Context: an optimization exercise on an open-source flow, tuned for small area, a short achievable clock period and few clock cycles per item. The choices shown serve that exercise and are no tape-out recipe.
In this exercise RTL edits were held to simulation tests only and were not proved equivalent to the original.
Power is estimated from default activity; no workload was simulated.

--- design/flow/design.v ---
package ppq_pkg;
   typedef struct packed {
      logic [15:0] id;
      logic [15:0] arrival;
      logic [15:0] burst;
      logic [7:0]  prio;
   } rec_type;
   typedef enum logic [1:0] {
      FUNC_INSERT = 2'd0,
      FUNC_APPEND = 2'd1,
      FUNC_POP    = 2'd2,
      FUNC_REMOVE = 2'd3
   } func_type;
   typedef enum logic [1:0] {
      STATUS_OK        = 2'd0,
      STATUS_EMPTY     = 2'd1,
      STATUS_NOT_FOUND = 2'd2,
      STATUS_FULL      = 2'd3
   } status_type;
   typedef enum logic [1:0] {
      CMP_PRIO = 2'd0,
      CMP_ID   = 2'd1,
      CMP_ANY  = 2'd2
   } cmp_mode_type;
endpackage
module ppq_cmp (
   input  ppq_pkg::cmp_mode_type mode,
   input  ppq_pkg::rec_type      entry,
   input  ppq_pkg::rec_type      key,
   output logic                  hit
);
   always_comb begin
      case (mode)
         ppq_pkg::CMP_PRIO: hit = (entry.prio >= key.prio);
         ppq_pkg::CMP_ID:   hit = (entry.id == key.id);
         ppq_pkg::CMP_ANY:  hit = 1'b1;
         default:           hit = 1'b0;
      endcase
   end
endmodule
module ppq_ram #(
   parameter int WIDTH = 56,
   parameter int DEPTH = 16
) (
   input  logic                     clock,
   input  logic                     wr_en,
   input  logic [$clog2(DEPTH)-1:0] wr_addr,
   input  logic [WIDTH-1:0]         wr_data,
   input  logic [$clog2(DEPTH)-1:0] rd_addr,
   output logic [WIDTH-1:0]         rd_data
);
   logic [WIDTH-1:0] mem [DEPTH];
   logic [WIDTH-1:0] rd_data_ff;
   always_ff @(posedge clock) begin
      if (wr_en) begin
         mem[wr_addr] <= wr_data;
      end
      rd_data_ff <= mem[rd_addr];
   end
   assign rd_data = rd_data_ff;
endmodule
module process_priority_queue #(
   parameter int QUEUE_DEPTH = 16
) (
   input  logic            clock,
   input  logic            reset,
   input  logic            req_valid,
   output logic            req_ready,
   input  logic [1:0]      req_func,
   input  logic [15:0]     req_proc_id,
   input  logic [15:0]     req_arrival,
   input  logic [15:0]     req_burst,
   input  logic [7:0]      req_prio,
   output logic            rsp_valid,
   input  logic            rsp_ready,
   output logic [1:0]      rsp_status,
   output logic [15:0]     rsp_out_id,
   output logic [15:0]     rsp_out_arrival,
   output logic [15:0]     rsp_out_burst,
   output logic [7:0]      rsp_out_prio,
   output logic [4:0]      rsp_occupancy
);
   localparam int N  = QUEUE_DEPTH;
   localparam int CW = $clog2(QUEUE_DEPTH + 1);
   localparam int RW = 56;   
   logic [RW-1:0]     slot_ff [N];
   logic [N-1:0]      v_ff;              
   logic [N-1:0]      ord_ff [N];        
   logic [CW-1:0]     cnt_ff;
   logic              a_valid_ff;
   logic [1:0]        a_func_ff;
   logic [RW-1:0]     a_rec_ff;
   logic [N-1:0]      c_ff;              
   logic              b_valid_ff;        
   logic [1:0]        b_func_ff;
   logic [RW-1:0]     b_rec_ff;
   logic [N-1:0]      b_c_ff;            
   logic              b_ca_ff;           
   logic              p_valid_ff;
   logic [1:0]        p_st_ff;
   logic [N-1:0]      p_sel_ff;          
   localparam int OW = 1 + 2 + CW + RW;
   logic              r_valid_ff;
   logic [1:0]        r_st_ff;
   logic [CW-1:0]     r_occ_ff;
   logic [RW-1:0]     r_rec_ff;
   logic [OW-1:0]     r_cur, r_new, r_next;
   logic              req_ready_ff;
   logic [RW-1:0]     req_rec;
   assign req_rec = {req_proc_id, req_arrival, req_burst, req_prio};
   logic r_free, p_free, exec, a_free, accept;
   logic [1:0]    in_func;
   logic [RW-1:0] in_rec;
   assign r_free    = !r_valid_ff || rsp_ready;
   assign p_free    = !p_valid_ff || r_free;
   assign exec      = a_valid_ff && p_free;
   assign a_free    = !a_valid_ff || p_free;
   assign req_ready = req_ready_ff;
   assign accept    = req_valid && !b_valid_ff;
   assign in_func   = b_valid_ff ? b_func_ff : req_func;
   assign in_rec    = b_valid_ff ? b_rec_ff : req_rec;
   logic              f_put;
   logic              full, empty;
   logic [N-1:0]      hit, hb, first, aoa, alloc;
   logic [N-1:0]      alloc_ff;          
   logic [N-1:0]      next_free;         
   logic              found, do_ins, do_rem;
   assign f_put = !a_func_ff[1];
   assign full  = cnt_ff[CW-1];
   assign empty = (cnt_ff == '0);
   logic [N-1:0] ahead [N];
   always_comb begin
      for (int t = 0; t < N; t++)
         for (int s = 0; s < N; s++)
            ahead[t][s] = (t < s) ? ord_ff[t][s] : (t > s) ? !ord_ff[s][t] : 1'b0;
   end
   always_comb begin
      for (int s = 0; s < N; s++)
         hit[s] = v_ff[s] && c_ff[s];
      for (int s = 0; s < N; s++) begin
         hb[s] = 1'b0;
         for (int t = 0; t < N; t++)
            hb[s] = hb[s] | (hit[t] & ahead[t][s]);
         first[s] = hit[s] & !hb[s];
         aoa[s]   = hit[s] | hb[s];
      end
      for (int s = 0; s < N; s++) begin
         next_free[s] = !v_ff[s] && !alloc_ff[s];
         for (int t = 0; t < s; t++)
            if (!v_ff[t] && !alloc_ff[t]) next_free[s] = 1'b0;
      end
   end
   assign alloc  = alloc_ff;
   assign found  = |hit;
   assign do_ins = exec && f_put && !full;
   assign do_rem = exec && !f_put && found;
   logic [1:0]    ex_st;
   logic [N-1:0]  ex_sel;
   always_comb begin
      if (f_put) begin
         ex_st  = full ? ppq_pkg::STATUS_FULL : ppq_pkg::STATUS_OK;
         ex_sel = full ? '0 : alloc;
      end else begin
         ex_st  = empty ? ppq_pkg::STATUS_EMPTY :
                  !found ? ppq_pkg::STATUS_NOT_FOUND : ppq_pkg::STATUS_OK;
         ex_sel = first;
      end
   end
   logic          req_is_ins, req_is_app, req_is_pop;
   logic [N-1:0]  cmp_s, c_next;
   logic          cmp_a;
   logic [N:0]    ge;                
   logic [RW-1:0] cmp_rec [N+1];
   assign req_is_ins = (req_func == ppq_pkg::FUNC_INSERT);
   assign req_is_app = (req_func == ppq_pkg::FUNC_APPEND);
   assign req_is_pop = (req_func == ppq_pkg::FUNC_POP);
   always_comb begin
      for (int s = 0; s < N; s++) cmp_rec[s] = slot_ff[s];
      cmp_rec[N] = a_rec_ff;
      for (int s = 0; s <= N; s++) begin
         ge[s] = 1'b1;
         for (int i = 0; i < 8; i++)
            ge[s] = (cmp_rec[s][i] & !req_prio[i]) |
                    (!(cmp_rec[s][i] ^ req_prio[i]) & ge[s]);
      end
   end
   always_comb begin
      for (int s = 0; s < N; s++)
         cmp_s[s] = req_is_pop || (!req_is_app &&
                    (req_is_ins ? ge[s] : (slot_ff[s][55:40] == req_proc_id)));
      cmp_a  = req_is_pop || (!req_is_app &&
               (req_is_ins ? ge[N] : (a_rec_ff[55:40] == req_proc_id)));
      for (int s = 0; s < N; s++)
         c_next[s] = (do_ins && alloc[s]) ? (b_valid_ff ? b_ca_ff : cmp_a)
                                          : (b_valid_ff ? b_c_ff[s] : cmp_s[s]);
   end
   logic [RW-1:0] rd_rec;
   always_comb begin
      rd_rec = '0;
      for (int s = 0; s < N; s++)
         rd_rec = rd_rec | ({RW{p_sel_ff[s]}} & slot_ff[s]);
   end
   always_ff @(posedge clock) begin
      if (reset) begin
         a_valid_ff <= 1'b0;
         b_valid_ff <= 1'b0;
         req_ready_ff <= 1'b1;
         p_valid_ff <= 1'b0;
         v_ff       <= '0;
         cnt_ff     <= '0;
         alloc_ff   <= N'(1);
      end else begin
         if (a_free) begin
            a_valid_ff <= b_valid_ff || accept;
            b_valid_ff <= 1'b0;
            req_ready_ff <= 1'b1;
         end else if (accept) begin
            b_valid_ff <= 1'b1;
            req_ready_ff <= 1'b0;
         end
         if (p_free)    p_valid_ff <= exec;
         if (do_ins) begin
            v_ff     <= v_ff | alloc;
            cnt_ff   <= cnt_ff + CW'(1);
            alloc_ff <= next_free;
         end else if (do_rem) begin
            v_ff   <= v_ff & ~first;
            cnt_ff <= cnt_ff - CW'(1);
            if (full) alloc_ff <= first;
         end
      end
   end
   always_ff @(posedge clock) begin
      if (a_free) begin
         a_func_ff <= in_func;
         a_rec_ff  <= in_rec;
         c_ff      <= c_next;
      end
      if (!b_valid_ff) begin
         b_func_ff <= req_func;
         b_rec_ff  <= req_rec;
         b_c_ff    <= cmp_s;
         b_ca_ff   <= cmp_a;
      end
      for (int s = 0; s < N; s++) begin
         if (do_ins && alloc[s]) slot_ff[s] <= a_rec_ff;
      end
      for (int s = 0; s < N; s++) begin
         for (int t = s + 1; t < N; t++) begin
            if (do_ins && alloc[s])      ord_ff[s][t] <= aoa[t];
            else if (do_ins && alloc[t]) ord_ff[s][t] <= !aoa[s];
         end
      end
      if (p_free) begin
         p_st_ff  <= ex_st;
         p_sel_ff <= ex_sel;
      end
      {r_valid_ff, r_st_ff, r_occ_ff, r_rec_ff} <= r_next;
   end
   assign r_cur  = {r_valid_ff, r_st_ff, r_occ_ff, r_rec_ff};
   assign r_new  = {p_valid_ff, p_st_ff, cnt_ff, rd_rec};
   always_comb begin
      r_next = reset ? '0 : r_free ? r_new : r_cur;
   end
   assign rsp_valid       = r_valid_ff;
   assign rsp_status      = r_st_ff;
   assign rsp_out_id      = r_rec_ff[55:40];
   assign rsp_out_arrival = r_rec_ff[39:24];
   assign rsp_out_burst   = r_rec_ff[23:8];
   assign rsp_out_prio    = r_rec_ff[7:0];
   assign rsp_occupancy   = r_occ_ff;
endmodule
--- design/flow/run.sh ---
#!/bin/bash
# synth_recipe.tcl (not shown) runs the flow's synth.tcl, then flattens the netlist and writes it again
# the make line also repeats each setting of config.mk as NAME=value (left out here)
make -C /OpenROAD-flow-scripts/flow DESIGN_CONFIG=/design/flow/config.mk WORK_HOME=/design/flow/orfs CLKGATE_MAP_FILE= SYNTH_SCRIPT=/design/flow/synth_recipe.tcl finish
--- design/flow/config.mk ---
export PLATFORM = sky130hd
export DESIGN_NAME = process_priority_queue
export DESIGN_NICKNAME = process_priority_queue
export VERILOG_FILES = /design/flow/design.v
export SDC_FILE = /design/flow/constraint.sdc
export NUM_CORES = 4
export LEC_CHECK = 0
export ABC_CLOCK_PERIOD_IN_PS = 2600
export CAP_MARGIN = 20
export CORE_MARGIN = 2
export CORE_UTILIZATION = 45
export CTS_CLUSTER_DIAMETER = 100
export CTS_CLUSTER_SIZE = 20
export SETUP_SLACK_MARGIN = 4.4
export SLEW_MARGIN = 20
--- design/flow/constraint.sdc ---
create_clock -name core_clock -period 7.0 [get_ports {clock}]
set_input_delay 1.4000 -clock core_clock [delete_from_list [all_inputs] [get_ports {clock}]]
set_output_delay 1.4000 -clock core_clock [all_outputs]
set_load 0.01 [all_outputs]
==> summary.txt, run 1 <==
Job
  – Number of max-cap violations: 0

STA
  – Setup TNS: 0 ns
  – RSZ-0062 raised after global routing: yes
  – Final Slew Violations: 0
  – Tightest Pin Transition: 1.20 ns
  – FMAX: 349 MHz
  – Final hold vios: 0
  – Fin crit share: 40.9%
  – Clk_skew: a little over 0.05 ns
  – Worst rel slew slack: 20.0%
  – Clock period minus worst slack: 2.86 ns
  – Count of endpoints failing setup in the final report: 0

Finish
  – Final Cell Area: around 67000 um^2
  – Diode count: 0
  – Share of layout cells above drive strength 1: 26.1%
  – Nets@finish: 4483
  – Area delta synth->final: 24.8%

Clock network
  – CTS buffer count: 75
  – Clock transition at the registers of the reported paths: 0.09 ns
  – Clock buffer depth: 3
  – Hold Buf Count CTS: 0
  – CTS H-tree lvls: 3
  – Clk sink count: 1286
  – Clock Latency Late Sink: 0.72 ns
  – TritonCTS clock tree: done
  – Clock root buffer: clkbuf_16

Logic synthesis
  – Syn avg cell area: 14.0 um^2
  – Seq cells post-synth: 1286
  – Synth Warn #: 5
  – Netlist cell types: 80
  – Post-Syn Area: approximately 54000 um^2
  – Post-synthesis sequential area ratio: 68.4%
  – Main synth FF type: edfxtp_1
  – Async set-reset flop share out of synthesis: 0%
  – Number of synthesized flops with an enable pin: around 1100
  – Post-Syn Nets: between 4000 and 5000
  – Syn Inst Count: 3864

Routing
  – Drt pass-1 iters: 9
  – Antenna-violating nets left: 0
  – First DRT Iteration DRCs: 5784
  – Vias: 39800
  – DRT Wirelength: ~210000 um
  – Vias per inst: 6.67
  – Drt drc: 0
  – Drt wl/cell: 34.9 um

Placement
  – Port bufs: 126
  – Gpl congestion: 0.988
  – Placed Area: 57900 um^2
  – Detail Placement HPWL: around 110000 um

Critical path
  – Crit Path Category: input port to flip-flop
  – Critical Path RT: 7.53 ns
  – CP arrival: between 3 and 4 ns
  – Worst-path maximum fanout: 4
  – Register-to-Register Path Depth: 7
  – Critical path endpoint category: flip-flop
  – Setup crit start kind: input port

Run status
  – Status: no timing/DRC/antenna violations

Global routing
  – Vias in the first global route: 36700
  – Grt total ovfl: 0
  – Initial antenna violation count: 3
  – First-pass GRT wire length: 282000 um
  – GRT Util Overall: 32.4%
  – Pin count of the biggest net entering global routing: 64

Hold path
  – Hold depth: 2
  – Path type of the worst min-delay path: flip-flop to flip-flop

Power and ir drop
  – P per Cell Area: 223 nW/um^2
  – Max IR drop VDD: around 0.2 mV
  – Leak: 23.3 nW

Die
  – Core ar.: around 120000 um^2
  – Die height: 351 um
  – I/O Pins: 127
  – Std-Cell Rows: 127
  – Die X: 351 um
  – Full die area: about 120000 um^2
  – Initial Util: 45.2%
-- Yosys cell counts, types with 11 or more instances --
cell type  count  area share [%]
a2111oi_0     56            0.91
a211oi_1      33            0.46
a21oi_1       47            0.44
a221oi_1      65             1.1
a222oi_1      57             1.1
a22o_1        57            0.92
a22oi_1      246             3.4
and2_1        12            0.14
and3_1        14            0.16
buf_1         46            0.32
buf_2         32            0.30
clkbuf_1     172             1.2
dfxtp_1      163             6.0
edfxtp_1    1123              62
ha_1         122             2.8
inv_1         33            0.23
mux2_2        50             1.0
nand2_1      239             1.7
nand2b_1      27            0.31
nand3_1      189             1.7
nand3b_1      23            0.32
nand4_1       57            0.66
nor2_1       144             1.0
nor2b_1       11            0.13
nor3_1        86            0.80
nor4_1        51            0.59
o2111ai_1     13            0.21
o211ai_1      16            0.22
o21ai_0      220             2.0
o221ai_1      11            0.18
o22ai_1       30            0.35
xnor2_1      173             2.8
xor2_1       102             1.7
-- layout by cell type, fill, tap and decap left out, types with 30 or more instances in the layout --
cell type        Yosys  final
edfxtp_1          1123   1123
buf_4                2    267
a22oi_1            246    244
nand2_1            239    213
nand3_1            189    184
o21ai_0            220    181
nor2_1             144    137
xnor2_1            173    131
dfxtp_1            163     99
clkbuf_16            0     99
xor2_1             102     93
ha_1               122     85
buf_6                9     85
buf_12               0     84
nor3_1              86     75
nand4_1             57     57
a22o_1              57     57
a222oi_1            57     57
dfxtp_2              0     57
a221oi_1            65     56
mux2_2              50     50
clkbuf_1           172     50
buf_2               32     43
ha_4                 0     36
clkinvlp_4           0     34
clkdlybuf4s50_1      0     34
xnor2_2              0     32
buf_16               0     30
-- per-stage QoR --
stage | setup WS, ns | total power, mW | hold WS, ns | util [%] | std cells
global route | 4.10 | 15.4 | 0.467 | 56.5 | 5972
finish | 4.14 | 15.0 | 0.453 | 56.5 | 5972
CTS | 4.18 | 14.9 | 0.451 | 54.2 | 5843
floorplan | 2.72 | 9.43 | 0.431 | - | 3864
detailed placement | 1.81 | 10.0 | 0.446 | 48.4 | 5449
global placement | 1.85 | 10.0 | 0.438 | 48.4 | 5449
-- registers in the layout, summed over array words and instances (netlist names), 16 cells and up --
register	cells
b_rec_ff	56
v_ff	16
a_rec_ff	56
r_rec_ff	56
c_ff	16
slot_ff	896
p_sel_ff	16
alloc_ff	16
b_c_ff	16
ord_ff	120
-- metal layers --
metal	GRT usage, %	vias up	share of wire [%]
li1	-	16100	-
met1	44.3	20100	37
met2	50.2	2943	45
met3	6.62	651	12
met4	14.4	2	6.1
met5	0	-	0.0096
-- final cells by class --
cell class,count,area [um^2]
Fill cell,9589,52000
Sequential cell,1286,37100
Multi-Input combinational cell,2288,18500
Timing Repair Buffer,601,7230
Clock buffer,128,2130
Tap cell,1612,2020
Inverter,35,249
Clock inverter,11,153
Timing Repair inverter,11,91.3
-- path summary, 6_finish.rpt --
| check | from | endpoint | slack, ns |
|---|---|---|---|
| max | req_proc_id[1] | c_ff[11]$_DFFE_PP_ | 4.14 |
| min | r_st_ff[1]$_SDFFE_PP0P_ | r_st_ff[1]$_SDFFE_PP0P_ | 0.45 |
| max reg2reg | v_ff[4]$_SDFFE_PP0P_ | v_ff[11]$_SDFFE_PP0P_ | 4.36 |
| min reg2reg | r_st_ff[1]$_SDFFE_PP0P_ | r_st_ff[1]$_SDFFE_PP0P_ | 0.45 |
-- where the power goes --
part,total [mW],switching [mW],internal [mW]
Clock,4.78,2.65,2.13
Sequential,8.70,0.197,8.50
Combinational,1.56,0.901,0.657
Total,15.0,3.75,11.3
-- worst max-delay path, cell delays in order --
cell,delay [ns]
clkdlybuf4s15_1,0.20
buf_12,0.14
buf_12,0.12
xnor2_1,0.36
nand3_1,0.21
nor4_4,0.30
nand4_1,0.23
and4_1,0.25
a221oi_2,0.17
-- timing repair --
item | 4_1_cts | 5_1_grt
setup buffers | 210 | 101
cloned | 45 | 28
endpoints found under the setup margin | 1400 | 661
gates resized for setup | 851 | 254
pin swaps | 101 | 69
-- cells by family (layout without fill, tap and decap cells) --
kind of cell,after synthesis,count (layout),share of synthesized area [%]
muxes,60,60,1.23
buffers and inverters,298,786,2.30
and+or+nand+nor,903,910,8.40
xor gates and xnor gates,275,275,4.46
adders and majority gates,123,123,2.86
DFF,1286,1286,68.4
AOI/OAI and AO/OA,919,920,12.3
Testbench counts, summed over its fixed seeds: cycles 9,624, items 9,600.
==> run 2: changes to the inputs <==
--- a/design/flow/config.mk
+++ b/design/flow/config.mk
@@ -6,5 +6,5 @@
 export NUM_CORES = 4
 export LEC_CHECK = 0
-export ABC_CLOCK_PERIOD_IN_PS = 2600
+export ABC_CLOCK_PERIOD_IN_PS = 2700
 export CAP_MARGIN = 20
 export CORE_MARGIN = 2
@@ -12,4 +12,4 @@
 export CTS_CLUSTER_DIAMETER = 100
 export CTS_CLUSTER_SIZE = 20
-export SETUP_SLACK_MARGIN = 4.4
+export SETUP_SLACK_MARGIN = 4.25
 export SLEW_MARGIN = 20
==> run 2 against run 1 <==
- critical path type unchanged
- clock power is 1% lower
- largest power group unchanged
- critical endpoint is now c_ff[3]$_DFFE_PP_
- critical path depth stayed put
- sequential share of layout area is 2.4 points higher
- first-iteration DRC count is 13% higher
- worst setup slack worse by 0.063 ns
- fmax is 2.1% lower
- design area is 4.4% lower
- worst hold slack worse by 0.0015 ns
- clock skew is 0.011 ns lower
- clock-buffer cell count is 1 higher
==> summary.txt, run 2 <==
Logic synthesis
  – Area leader, netlist: edfxtp_1
  – Seq cells post-synth: 1286 (unchanged)
  – Syn avg cell area: 14.0 um^2 (unchanged)
  – Synth top area share: 62.4% (unchanged)
  – Async set-reset flop share out of synthesis: 0% (unchanged)
  – Most common cell in the netlist: edfxtp_1
  – Post-Syn Nets: 4049 (unchanged)
  – Post-synthesis sequential area ratio: 68.4% (unchanged)
  – Area contributors post-synth: edfxtp_1 62%, dfxtp_1 6.0%, a22oi_1 3.4%
  – Most frequent cells after synthesis: 1123 x edfxtp_1, 246 x a22oi_1, 239 x nand2_1, 220 x o21ai_0, 189 x nand3_1
  – Number of synthesized flops with an enable pin: 1123 (unchanged)
  – Netlist cell types: 80 (unchanged)
  – Post-Syn Area: 54100 um^2 (unchanged)
  – Syn Inst Count: 3864 (unchanged)
  – Synth Warn #: 5 (unchanged)
  – Main synth FF type: edfxtp_1

Critical path
  – Worst-path maximum fanout: 5 (+1)
  – Crit-path cells: buf_6 > buf_12 > buf_12 > xor2_4 > nor4_4 > nand4_1 > o41ai_4 > a311oi_2 > a221oi_2
  – CP arrival: 3.45 ns (+0.05 ns)
  – Critical path endpoint category: flip-flop
  – Worst path slowest cell: o41ai_4
  – Crit Path Category: input port to flip-flop
  – Critical Path RT: 7.53 ns (about the same)
  – Crit path top cell by count: buf_12
  – Setup crit start kind: input port
  – Max incr delay on CP: 0.50 ns (+0.14 ns)
  – Register-to-Register Path Depth: 8 (+1)

STA
  – Final Slew Violations: 0 (unchanged)
  – RSZ-0062 raised after global routing: yes
  – Count of endpoints failing setup in the final report: 0 (unchanged)
  – Clk_skew: 0.0402 ns (-0.0109 ns)
  – Clock period minus worst slack: 2.93 ns (+0.0625 ns)
  – Tightest Pin Transition: 1.05 ns (-0.150 ns)
  – Worst rel slew slack: 30.0% (+10 points)
  – Setup TNS: 0 ns (unchanged)
  – Final hold vios: 0 (unchanged)
  – Fin crit share: 41.8% (+0.89 points)
  – FMAX: 342 MHz (-2.1%)

Routing
  – DRT Wirelength: 194000 um (-7.0%)
  – Antenna-violating nets left: 0 (unchanged)
  – Drt wl/cell: 33.3 um (-4.5%)
  – First DRT Iteration DRCs: 6513 (+13%)
  – Vias per inst: 6.59 (-1.2%)
  – Vias: 38300 (-3.8%)
  – Drt drc: 0 (unchanged)
  – Drt pass-1 iters: 7 (-2)

Power and ir drop
  – NetSw: 3.67 mW (-2.1%)
  – Switching part of the total: 24.8% (-0.17 points)
  – Leak: 21.8 nW (-6.2%)
  – Comb power frac: 9.5% (-0.9 points)
  – P per Cell Area: 230 nW/um^2 (+3.1%)
  – Pint: 11.1 mW (-1.2%)
  – Clock share of power: 31.9% (about the same)
  – Sequential share of power: 58.6% (+0.7 points)
  – Max IR drop VDD: 0.229 mV (+14%)

Global routing
  – Vias in the first global route: 36200 (-1.2%)
  – Pin count of the biggest net entering global routing: 64 (unchanged)
  – Initial antenna violation count: 4 (+1)
  – GRT Util Overall: 31.0% (-1.4 points)
  – Grt total ovfl: 0 (unchanged)
  – First-pass GRT wire length: 271000 um (-3.9%)

Placement
  – Port bufs: 126 (unchanged)
  – Gpl congestion: 1.04 (+5.1%)
  – DP Cell Count: 5453 (+0.073%)
  – Detail Placement HPWL: 111000 um (-1.6%)

Finish
  – Fill count: 9887 (+3.1%)
  – Largest registers: slot_ff: 896 flops, ord_ff: 120 flops
  – Fin cells: 5815 (-2.6%)
  – Area delta synth->final: 19.3%
  – Nets@finish: 4324 (-3.5%)
  – Multi-input gate area: 17900 um^2 (-3.1%)
  – Share of layout cells above drive strength 1: 19.7% (-6.3 points)
  – Most flops, register: slot_ff
  – Largest register FFs: 896 (unchanged)
  – Sequential cell area: 37000 um^2 (-0.22%)
  – Most common library cell in the layout ignoring fill and taps: edfxtp_1
  – Most frequent cells in the layout: 1123 x edfxtp_1, 246 x a22oi_1, 218 x nand2_1

Die
  – Std-Cell Rows: 127 (unchanged)
  – Full die area: 123000 um^2 (unchanged)
  – Die height: 351 um (unchanged)
  – Die X: 351 um (unchanged)
  – I/O Pins: 127 (unchanged)
  – Initial Util: 45.2% (unchanged)
  – Core ar.: 119000 um^2 (unchanged)

Clock network
  – Clock root buffer: clkbuf_16
  – Clock transition at the registers of the reported paths: 0.09 ns (about the same)
  – TritonCTS clock tree: done
  – CTS buffer count: 75 (unchanged)
  – Clock Latency Late Sink: 0.71 ns (about the same)
  – Clock buffer depth: 3 (unchanged)
  – Clk sink count: 1286 (unchanged)
  – CTS H-tree lvls: 3 (unchanged)

Run status
  – Status: no timing/DRC/antenna violations

Hold path
  – Path type of the worst min-delay path: flip-flop to flip-flop
  – Hold depth: 2 (unchanged)

Job
  – Number of max-cap violations: 0 (unchanged)
==> run 2: changes by cell type in the layout (fill, tap and decap cells not counted), moves of 20 or more <==
cell             change
buf_4               -63
buf_16              -20
clkdlybuf4s15_1     +23
dfxtp_1             +57
buf_6               -54
buf_2               -28
clkbuf_16           -22
dfxtp_2             -53
buf_12              -26
==> run 2: layer usage <==
metal	up-vias	share of wire [%]	global-route usage [%]
li1	15800	-	-
met1	19500	39	43.3
met2	2553	45	48.2
met3	517	11	5.20
met4	4	5.5	12.9
met5	-	0.012	0
==> run 2: worst paths after layout <==
| check | endpoint | from | slack (ns) |
|---|---|---|---|
| max | c_ff[3]$_DFFE_PP_ | req_proc_id[10] | 4.07 |
| min reg2reg | r_occ_ff[4]$_SDFFE_PP0P_ | r_occ_ff[4]$_SDFFE_PP0P_ | 0.45 |
| max reg2reg | r_rec_ff[43]$_SDFFE_PP0P_ | p_sel_ff[8]$_DFFE_PN_ | 4.24 |
| min | r_occ_ff[4]$_SDFFE_PP0P_ | r_occ_ff[4]$_SDFFE_PP0P_ | 0.45 |
==> run 2: area by class of cell <==
type	instances	area share, %
Clock inverter	11	0.305
Clock buffer	129	3.22
Inverter	35	0.386
Timing Repair inverter	12	0.163
Tap cell	1612	3.13
Multi-Input combinational cell	2285	27.8
Timing Repair Buffer	444	7.58
Sequential cell	1286	57.4
Antenna cell	1	0.00388
==> run 2: cells by family after synthesis <==
logic type               synth area share, %
flip-flops                              68.4
buffers and inverters                   2.30
AO/OA/AOI/OAI                           12.3
XOR/XNOR                                4.46
adder cells (fa/ha/maj)                 2.86
multiplexers                            1.23
AND/OR/NAND/NOR                         8.40
==> run 2: power by group through the flow <==
stage                     clock network, mW  registers (mW)  logic, mW
after global placement                    0            8.85       1.18
final                                  4.73            8.68       1.41
after detailed placement                  0            8.85       1.19
after CTS                              4.76            8.68       1.33
after floorplan                           0            8.79      0.632
after global routing                   5.03            8.70       1.48
==> run 2: critical path: cells and delay by family <==
kind,cells,cell delay [ns]
AO/OA/AOI/OAI,3,0.89
buffers and inverters,3,0.37
XOR/XNOR,1,0.18
AND/OR/NAND/NOR,2,0.61
==> run 2: stage by stage <==
step                hold WS [ns]  power (mW)  util (%)  area [um^2]  setup WS, ns
global route               0.470        15.2      54.0        64500          4.06
CTS                        0.454        14.8      53.3        63700          4.18
detailed placement         0.446        10.0      48.4        57800          1.50
global placement           0.439        10.0      48.4        57800          1.58
floorplan                  0.431        9.43         -        54900          2.72
finish                     0.452        14.8      54.0        64500          4.07
==> run 2: what timing repair did <==
item	CTS	global route
hold endpoints to repair	0	0
gates cloned	32	3
gates resized for setup	545	146
setup endpoints to repair	1384	338
pin swaps	89	57
buffers inserted	153	33
hold buffers	0	0
==> run 3: changes to the inputs <==
--- a/design/flow/config.mk
+++ b/design/flow/config.mk
@@ -9,7 +9,7 @@
 export CAP_MARGIN = 20
 export CORE_MARGIN = 2
-export CORE_UTILIZATION = 45
+export CORE_UTILIZATION = 42
 export CTS_CLUSTER_DIAMETER = 100
 export CTS_CLUSTER_SIZE = 20
-export SETUP_SLACK_MARGIN = 4.25
+export SETUP_SLACK_MARGIN = 4.35
 export SLEW_MARGIN = 20
==> run 3 against run 2 <==
- clock power up 2%
- cell count up 2.4%
- via count grew 2.5%
- design area rose by 1.7%
- sequential power barely moved
- critical path depth stayed put
- combinational power is 4% higher
- clock skew shrank 0.0086 ns
- routed wire length increased by 6.4%
- worst setup slack gained 0.097 ns
- critical path type unchanged
- largest power group unchanged
- highest routed layer is now met4
==> summary.txt, run 3 <==
Run status
  – Status: no timing/DRC/antenna violations

Logic synthesis
  – Post-synthesis sequential area ratio: 68.4% (unchanged)
  – Post-Syn Area: 54100 um^2 (unchanged)
  – Main synth FF type: edfxtp_1
  – Most common cell in the netlist: edfxtp_1
  – Syn avg cell area: 14.0 um^2 (unchanged)
  – Most frequent cells after synthesis: 1123 x edfxtp_1, 246 x a22oi_1, 239 x nand2_1, 220 x o21ai_0, 189 x nand3_1
  – Synth top area share: 62.4% (unchanged)
  – Area contributors post-synth: edfxtp_1 62%, dfxtp_1 6.0%, a22oi_1 3.4%
  – Netlist cell types: 80 (unchanged)
  – Seq cells post-synth: 1286 (unchanged)
  – Syn Inst Count: 3864 (unchanged)
  – Number of synthesized flops with an enable pin: 1123 (unchanged)
  – Async set-reset flop share out of synthesis: 0% (unchanged)
  – Synth Warn #: 5 (unchanged)
  – Post-Syn Nets: 4049 (unchanged)
  – Area leader, netlist: edfxtp_1

Routing
  – Drt wl/cell: 34.6 um (+4.0%)
  – Vias per inst: 6.59 (about the same)
  – Drt drc: 0 (unchanged)
  – Drt pass-1 iters: 9 (+2)
  – Antenna-violating nets left: 0 (unchanged)
  – First DRT Iteration DRCs: 6285 (-3.5%)
  – DRT Wirelength: 206000 um (+6.4%)
  – Vias: 39200 (+2.5%)

Power and ir drop
  – Comb power frac: 9.7% (+0.2 points)
  – NetSw: 3.70 mW (+0.86%)
  – Switching part of the total: 24.7% (-0.034 points)
  – Clock share of power: 32.2% (+0.3 points)
  – Leak: 22.5 nW (+2.9%)
  – Sequential share of power: 58.1% (-0.5 points)
  – Total Power: 15.0 mW (+1.0%)
  – P per Cell Area: 228 nW/um^2 (-0.66%)
  – Max IR drop VDD: 0.190 mV (-17%)
  – Pint: 11.3 mW (+1.0%)

Clock network
  – Clock buffer depth: 3 (unchanged)
  – CTS H-tree lvls: 3 (unchanged)
  – Hold Buf Count CTS: 0 (unchanged)
  – TritonCTS clock tree: done
  – Clock Latency Late Sink: 0.71 ns (about the same)
  – Clock root buffer: clkbuf_16
  – Clock transition at the registers of the reported paths: 0.09 ns (about the same)
  – CTS buffer count: 75 (unchanged)
  – Clk sink count: 1286 (unchanged)

STA
  – Setup TNS: 0 ns (unchanged)
  – Tightest Pin Transition: 0.987 ns (-0.0626 ns)
  – Final hold vios: 0 (unchanged)
  – RSZ-0062 raised after global routing: yes
  – FMAX: 353 MHz (+3.4%)
  – Final worst slack: 4.17 ns (+0.0972 ns)
  – Final Slew Violations: 0 (unchanged)
  – Clock period minus worst slack: 2.83 ns (-0.0972 ns)
  – Count of endpoints failing setup in the final report: 0 (unchanged)
  – Clk_skew: 0.0317 ns (-0.00855 ns)
  – Hold_ws: 0.449 ns (-0.00296 ns)
  – Fin crit share: 40.4% (-1.4 points)
  – Worst rel slew slack: 34.2% (+4.2 points)

Die
  – Die X: 363 um (+3.5%)
  – Full die area: 132000 um^2 (+7.1%)
  – Initial Util: 42.3% (-2.9 points)
  – I/O Pins: 127 (unchanged)
  – Std-Cell Rows: 131 (+3.1%)
  – Core ar.: 128000 um^2 (+6.9%)
  – Die height: 363 um (+3.5%)

Placement
  – Gpl congestion: 1.01 (-3.0%)
  – DP Cell Count: 5506 (+0.97%)
  – Detail Placement HPWL: 116000 um (+4.4%)
  – Post-Place Worst Slack: 1.88 ns (+0.379 ns)
  – Port bufs: 126 (unchanged)
  – Placed Area: 58000 um^2 (+0.25%)

Finish
  – Largest register FFs: 896 (unchanged)
  – Multi-input gate area: 17800 um^2 (-0.60%)
  – Sequential cell area: 37100 um^2 (+0.19%)
  – Largest registers: slot_ff: 896 flops, ord_ff: 120 flops
  – Fill count: 10600 (+7.2%)
  – Most flops, register: slot_ff
  – Nets@finish: 4411 (+2.0%)
  – Share of layout cells above drive strength 1: 22.9% (+3.1 points)
  – Final Cell Area: 65600 um^2 (+1.7%)
  – Area delta synth->final: 21.3%
  – Fin util: 51.3% (-2.6 points)
  – Fin cells: 5953 (+2.4%)
  – Most frequent cells in the layout: 1123 x edfxtp_1, 253 x buf_4, 244 x a22oi_1
  – Most common library cell in the layout ignoring fill and taps: edfxtp_1

Global routing
  – First-pass GRT wire length: 284000 um (+4.8%)
  – Grt total ovfl: 0 (unchanged)
  – GRT Util Overall: 30.4% (-0.65 points)
  – Pin count of the biggest net entering global routing: 61 (-4.7%)
  – Vias in the first global route: 37000 (+2.0%)
  – Initial antenna violation count: 2 (-2)

Critical path
  – Critical Path RT: 7.56 ns (+0.03 ns)
  – Crit Path Category: input port to flip-flop
  – Critical path endpoint category: flip-flop
  – Worst-path maximum fanout: 7 (+2)
  – Setup crit start kind: input port
  – CP arrival: 3.39 ns (-0.06 ns)

Job
  – Number of max-cap violations: 0 (unchanged)

Hold path
  – Path type of the worst min-delay path: flip-flop to flip-flop
run 3: cell count changes in the layout (fill, tap and decap cells not counted), sizes merged, moves of 2 or more:
cell and change:
inv -2, clkbuf -12, diode +2, clkdlybuf4s15 -33
and3 -2, buf +144, dlygate4sd2 -11, clkinv -3
run 3: metal layers:
metal,track usage (%),wire length (um)
met3,6.56,24700
met2,46.5,91100
met4,14.0,11900
met1,41.3,78500
met5,0,0
run 3: critical path, cell delays in order:
cell and delay [ns]:
buf_6 0.13, buf_12 0.14, buf_4 0.17, xnor2_1 0.41
nand3_1 0.28, nor4_4 0.29, and3_1 0.24, o221ai_1 0.16
o22ai_2 0.13
run 3: cell families (layout without fill, tap and decap cells):
kind of cell / after synthesis / count (layout) / share of synthesized area (%)
buffers and inverters: 298 / 717 / 2.30
DFF: 1286 / 1286 / 68.4
AOI/OAI and AO/OA: 919 / 919 / 12.3
muxes: 60 / 60 / 1.23
adders and majority gates: 123 / 123 / 2.86
xor gates and xnor gates: 275 / 275 / 4.46
and+or+nand+nor: 903 / 908 / 8.40
other: 0 / 3 / 0
run 3: final timing paths:
kind              slack [ns]                        end                      from  cells past startpoint
hold reg to reg         0.45   r_occ_ff[3]$_SDFFE_PP0P_  r_occ_ff[3]$_SDFFE_PP0P_                      2
setup / recovery        4.17          c_ff[2]$_DFFE_PP_            req_proc_id[9]                      9
hold / removal          0.45   r_occ_ff[3]$_SDFFE_PP0P_  r_occ_ff[3]$_SDFFE_PP0P_                      2
setup reg to reg        4.31  alloc_ff[12]$_SDFFE_PP0P_      v_ff[8]$_SDFFE_PP0P_                      8
run 3: timing repair:
| action | CTS | global route |
|---|---|---|
| pin swaps | 94 | 61 |
| setup endpoints to repair | 1414 | 600 |
| resized for setup | 802 | 119 |
| endpoints found under the hold margin | 0 | 0 |
| cloned | 45 | 9 |
| buffers inserted | 201 | 50 |
run 3: area by class of cell:
cell class | instances | area share, %
flip-flops and latches | 1286 | 56.5
multi-input cells | 2285 | 27.2
repair buffers | 531 | 8.99
clock buffers | 131 | 3.28
well taps | 1662 | 3.17
inverters | 35 | 0.380
clock inverters | 8 | 0.261
repair inverters | 12 | 0.151
diodes | 3 | 0.0115
run 3: power groups by stage:
stage	Combinational, mW	Clock, mW	Sequential (mW)
floorplan	0.634	0	8.79
global placement	1.18	0	8.85
detailed placement	1.19	0	8.85
CTS	1.37	4.83	8.69
global route	1.52	5.10	8.71
finish	1.46	4.82	8.69
==> run 4: changes to the inputs <==
--- a/design/flow/design.v
+++ b/design/flow/design.v
@@ -92,4 +92,6 @@
    logic [RW-1:0]     a_rec_ff;
    logic [N-1:0]      c_ff;              
+   logic [N-1:0]      wr_ff;             
+   logic              cw_ff;
    logic              b_valid_ff;        
    logic [1:0]        b_func_ff;
@@ -137,5 +139,5 @@
    always_comb begin
       for (int s = 0; s < N; s++)
-         hit[s] = v_ff[s] && c_ff[s];
+         hit[s] = v_ff[s] && (wr_ff[s] ? cw_ff : c_ff[s]);
       for (int s = 0; s < N; s++) begin
          hb[s] = 1'b0;
@@ -192,6 +194,5 @@
                (req_is_ins ? ge[N] : (a_rec_ff[55:40] == req_proc_id)));
       for (int s = 0; s < N; s++)
-         c_next[s] = (do_ins && alloc[s]) ? (b_valid_ff ? b_ca_ff : cmp_a)
-                                          : (b_valid_ff ? b_c_ff[s] : cmp_s[s]);
+         c_next[s] = b_valid_ff ? b_c_ff[s] : cmp_s[s];
    end
    logic [RW-1:0] rd_rec;
@@ -236,4 +237,6 @@
          a_rec_ff  <= in_rec;
          c_ff      <= c_next;
+         wr_ff     <= do_ins ? alloc : '0;
+         cw_ff     <= b_valid_ff ? b_ca_ff : cmp_a;
       end
       if (!b_valid_ff) begin
--- a/design/flow/config.mk
+++ b/design/flow/config.mk
@@ -9,7 +9,7 @@
 export CAP_MARGIN = 20
 export CORE_MARGIN = 2
-export CORE_UTILIZATION = 42
+export CORE_UTILIZATION = 45
 export CTS_CLUSTER_DIAMETER = 100
 export CTS_CLUSTER_SIZE = 20
-export SETUP_SLACK_MARGIN = 4.35
+export SETUP_SLACK_MARGIN = 4.3
 export SLEW_MARGIN = 20
==> run 4 against run 3 <==
- cell count grew 1.5%
- power is 0.56% higher
- fmax down 1.3%
==> summary.txt, run 4 <==
Run status
  – Status: no timing/DRC/antenna violations

Die
  – Full die area: 126000 um^2 (-4.4%)
  – Die height: 355 um (-2.2%)
  – Core ar.: 122000 um^2 (-4.5%)
  – Die X: 355 um (-2.2%)
  – Std-Cell Rows: 128 (-2.3%)
  – I/O Pins: 127 (unchanged)
  – Initial Util: 45.4% (+3.1 points)

Power and ir drop
  – P per Cell Area: 222 nW/um^2 (-2.6%)
  – Leak: 23.4 nW (+4.0%)
  – Max IR drop VDD: 0.199 mV (+4.9%)
  – Total Power: 15.1 mW (+0.56%)

Logic synthesis
  – Area contributors post-synth: edfxtp_1 62%, dfxtp_1 5.9%, a22oi_1 3.3%
  – Syn avg cell area: 13.9 um^2 (-0.49%)
  – Async set-reset flop share out of synthesis: 0% (unchanged)
  – Post-Syn Nets: 4159 (+2.7%)
  – Main synth FF type: edfxtp_1
  – Netlist cell types: 81 (+1.3%)
  – Seq cells post-synth: 1303 (+1.3%)
  – Area leader, netlist: edfxtp_1
  – Most frequent cells after synthesis: 1140 x edfxtp_1, 287 x nand2_1, 243 x a22oi_1, 215 x clkbuf_1, 199 x o21ai_0
  – Post-Syn Area: 55300 um^2 (+2.3%)
  – Number of synthesized flops with an enable pin: 1140 (+1.5%)
  – Post-synthesis sequential area ratio: 67.8% (-0.65 points)
  – Syn Inst Count: 3974 (+2.8%)
  – Most common cell in the netlist: edfxtp_1
  – Synth Warn #: 5 (unchanged)
  – Synth top area share: 61.9% (-0.51 points)

STA
  – Final hold vios: 0 (unchanged)
  – Fin crit share: 41.0% (+0.55 points)
  – Clk_skew: 0.0498 ns (+0.0182 ns)
  – FMAX: 349 MHz (-1.3%)
  – Clock period minus worst slack: 2.87 ns (+0.0382 ns)
  – Worst rel slew slack: 25.3% (-8.9 points)
  – Setup TNS: 0 ns (unchanged)
  – Count of endpoints failing setup in the final report: 0 (unchanged)
  – Tightest Pin Transition: 1.12 ns (+0.132 ns)
  – RSZ-0062 raised after global routing: yes
  – Final Slew Violations: 0 (unchanged)

Clock network
  – Clock root buffer: clkbuf_16
  – TritonCTS clock tree: done
  – Clk sink count: 1303 (+1.3%)
  – CTS H-tree lvls: 3 (unchanged)
  – Hold Buf Count CTS: 0 (unchanged)
  – Clock transition at the registers of the reported paths: 0.09 ns (about the same)
  – Clock buffer depth: 3 (unchanged)
  – CTS buffer count: 75 (unchanged)
  – Clock Latency Late Sink: 0.70 ns (about the same)

Global routing
  – Initial antenna violation count: 4 (+2)
  – Vias in the first global route: 37900 (+2.6%)
  – First-pass GRT wire length: 293000 um (+3.2%)
  – Grt total ovfl: 0 (unchanged)
  – GRT Util Overall: 32.8% (+2.5 points)
  – Pin count of the biggest net entering global routing: 64 (+4.9%)

Critical path
  – Register-to-Register Path Depth: 9 (+1)
  – Worst-path maximum fanout: 13 (+6)
  – Crit Path Category: flip-flop to flip-flop
  – Critical Path RT: 7.59 ns (+0.03 ns)
  – R2R setup slack: 4.13 ns (-0.18 ns)
  – Setup crit start kind: flip-flop
  – Critical path endpoint category: flip-flop
  – CP arrival: 3.45 ns (+0.06 ns)

Finish
  – Most common library cell in the layout ignoring fill and taps: edfxtp_1
  – Area delta synth->final: 22.4%
  – Largest registers: slot_ff: 896 flops, ord_ff: 120 flops
  – Share of layout cells above drive strength 1: 23.3% (+0.44 points)
  – Fill count: 9957 (-6.1%)
  – Largest register FFs: 896 (unchanged)
  – Fin util: 55.5% (+4.2 points)
  – Nets@finish: 4546 (+3.1%)
  – Most flops, register: slot_ff
  – Most frequent cells in the layout: 1140 x edfxtp_1, 261 x nand2_1, 257 x buf_4
  – Final Cell Area: 67700 um^2 (+3.3%)

Routing
  – Vias per inst: 6.63 (+0.62%)
  – Drt drc: 0 (unchanged)
  – Drt wl/cell: 35.4 um (+2.3%)
  – Antenna-violating nets left: 0 (unchanged)
  – DRT Wirelength: 214000 um (+3.9%)
  – Drt pass-1 iters: 9 (unchanged)
  – Vias: 40100 (+2.2%)
  – First DRT Iteration DRCs: 6230 (-0.88%)

Placement
  – Gpl congestion: 1.03 (+2.1%)
  – Placed Area: 59200 um^2 (+2.1%)
  – Detail Placement HPWL: 122000 um (+4.6%)
  – Port bufs: 126 (unchanged)

Hold path
  – Hold depth: 2 (unchanged)
  – Path type of the worst min-delay path: flip-flop to flip-flop

Job
  – Number of max-cap violations: 0 (unchanged)
run 4: cell count changes after synthesis, moves of 30 or more:
cell / change
nand2_1: +48
o32ai_1: +30
nor3_1: -42
inv_1: +35
a21o_1: +33
clkbuf_1: +43
run 4: final timing paths:
| check | start | to |
|---|---|---|
| setup / recovery | cw_ff$_DFFE_PP_ | alloc_ff[15]$_SDFFE_PP0P_ |
| hold / removal | r_occ_ff[4]$_SDFFE_PP0P_ | r_occ_ff[4]$_SDFFE_PP0P_ |
| setup reg to reg | cw_ff$_DFFE_PP_ | alloc_ff[15]$_SDFFE_PP0P_ |
| hold reg to reg | r_occ_ff[4]$_SDFFE_PP0P_ | r_occ_ff[4]$_SDFFE_PP0P_ |
run 4: cells by family (layout without fill, tap and decap cells):
family | count (synthesis) | in the layout | synth area share, %
flops | 1303 | 1303 | 67.8
simple gates | 847 | 857 | 7.51
compound gates | 990 | 991 | 13.1
xor+xnor | 274 | 274 | 4.34
other cells | 0 | 1 | 0
mux | 96 | 96 | 2.05
fa+ha+maj | 123 | 123 | 2.80
buf+inv | 341 | 774 | 2.39
run 4: area by class of cell:
type                    instances  area [um^2]  share of cell area [%]
repair buffers                565         6650                    9.82
clock inverters                 6         83.8                   0.124
repair inverters                6         45.0                  0.0665
multi-input cells            2341        18900                    27.9
flip-flops and latches       1303        37500                    55.5
well taps                    1625         2030                    3.00
diodes                          1         2.50                 0.00370
clock buffers                 128         2110                    3.11
inverters                      69          352                   0.519
run 4: timing repair:
item                                   in CTS  in global routing
cloned                                     44                 14
gates resized for setup                   587                251
setup endpoints to repair                1432                486
endpoints found under the hold margin       0                  0
pin swaps                                  66                 98
setup buffers                             198                 76
run 4: routing by layer:
layer  routed length, um  part of all wire [%]  track usage [%]  up-vias
met5                   0                     0                0        -
met4               12000                   5.6             14.8        0
met3               24500                    11             6.91      556
met2               95100                    44             50.2     2796
met1               82600                    39             45.0    20400
li1                    -                     -                -    16400
run 4: per-stage QoR:
stage / hold WS, ns / std cells / setup WS, ns
global placement: 0.433 / 5577 / 1.87
finish: 0.457 / 6044 / 4.13
detailed placement: 0.444 / 5577 / 1.82
floorplan: 0.424 / 3974 / 2.58
global route: 0.483 / 6043 / 4.15
CTS: 0.462 / 5953 / 4.16
run 4: critical path, stage by stage, from the launching register on:
cell	delay, ns
edfxtp_1	0.42
buf_6	0.16
clkbuf_16	0.17
mux2i_2	0.14
buf_4	0.29
o22ai_1	0.19
nor4_2	0.48
nand3_1	0.25
o32a_1	0.35
a221oi_1	0.32
run 4: where the power goes:
part,switching (mW),internal [mW]
registers,0.172,8.60
clock network,2.61,2.09
logic,0.930,0.648
Testbench counts of run 4, summed over its fixed seeds: cycles 9,624, items 9,600.

-- re-timing with driven ports --
The results above use ideal ports. As a check the final layouts listed here were re-extracted and re-timed, cells and wires unchanged.
Step 1 sets driving cells, clkbuf_16 on the clock port and buf_2 on the other inputs (assumed; they add their load-dependent delay and slew).
Step 2 also shifts input and output timing later by t, the mid clock arrival at the registers, as if the neighbouring blocks saw the same clock.
Slacks: ideal / step 1 / step 2; pairs: ideal / step 1.
| run | t (ns) | setup WS [ns] | worst setup path at the end | slew at the worst register clock pin (ns) |
|---|---|---|---|---|
| run 1 | 0.774 | 4.136 / 4.191 / 3.417 | input to register | 0.10 / 0.10 |
| run 2 | 0.766 | 4.074 / 4.112 / 3.347 | input to register | 0.10 / 0.10 |
| run 3 | 0.770 | 4.171 / 4.215 / 3.445 | input to register | 0.10 / 0.10 |
| run 4 | 0.746 | 4.133 / 4.133 / 3.472 | input to register | 0.10 / 0.10 |
After both steps every run listed still meets setup and hold. The setup slack of run 2, which loses most, moves by +0.038 ns with the drivers and by -0.727 ns with both steps.
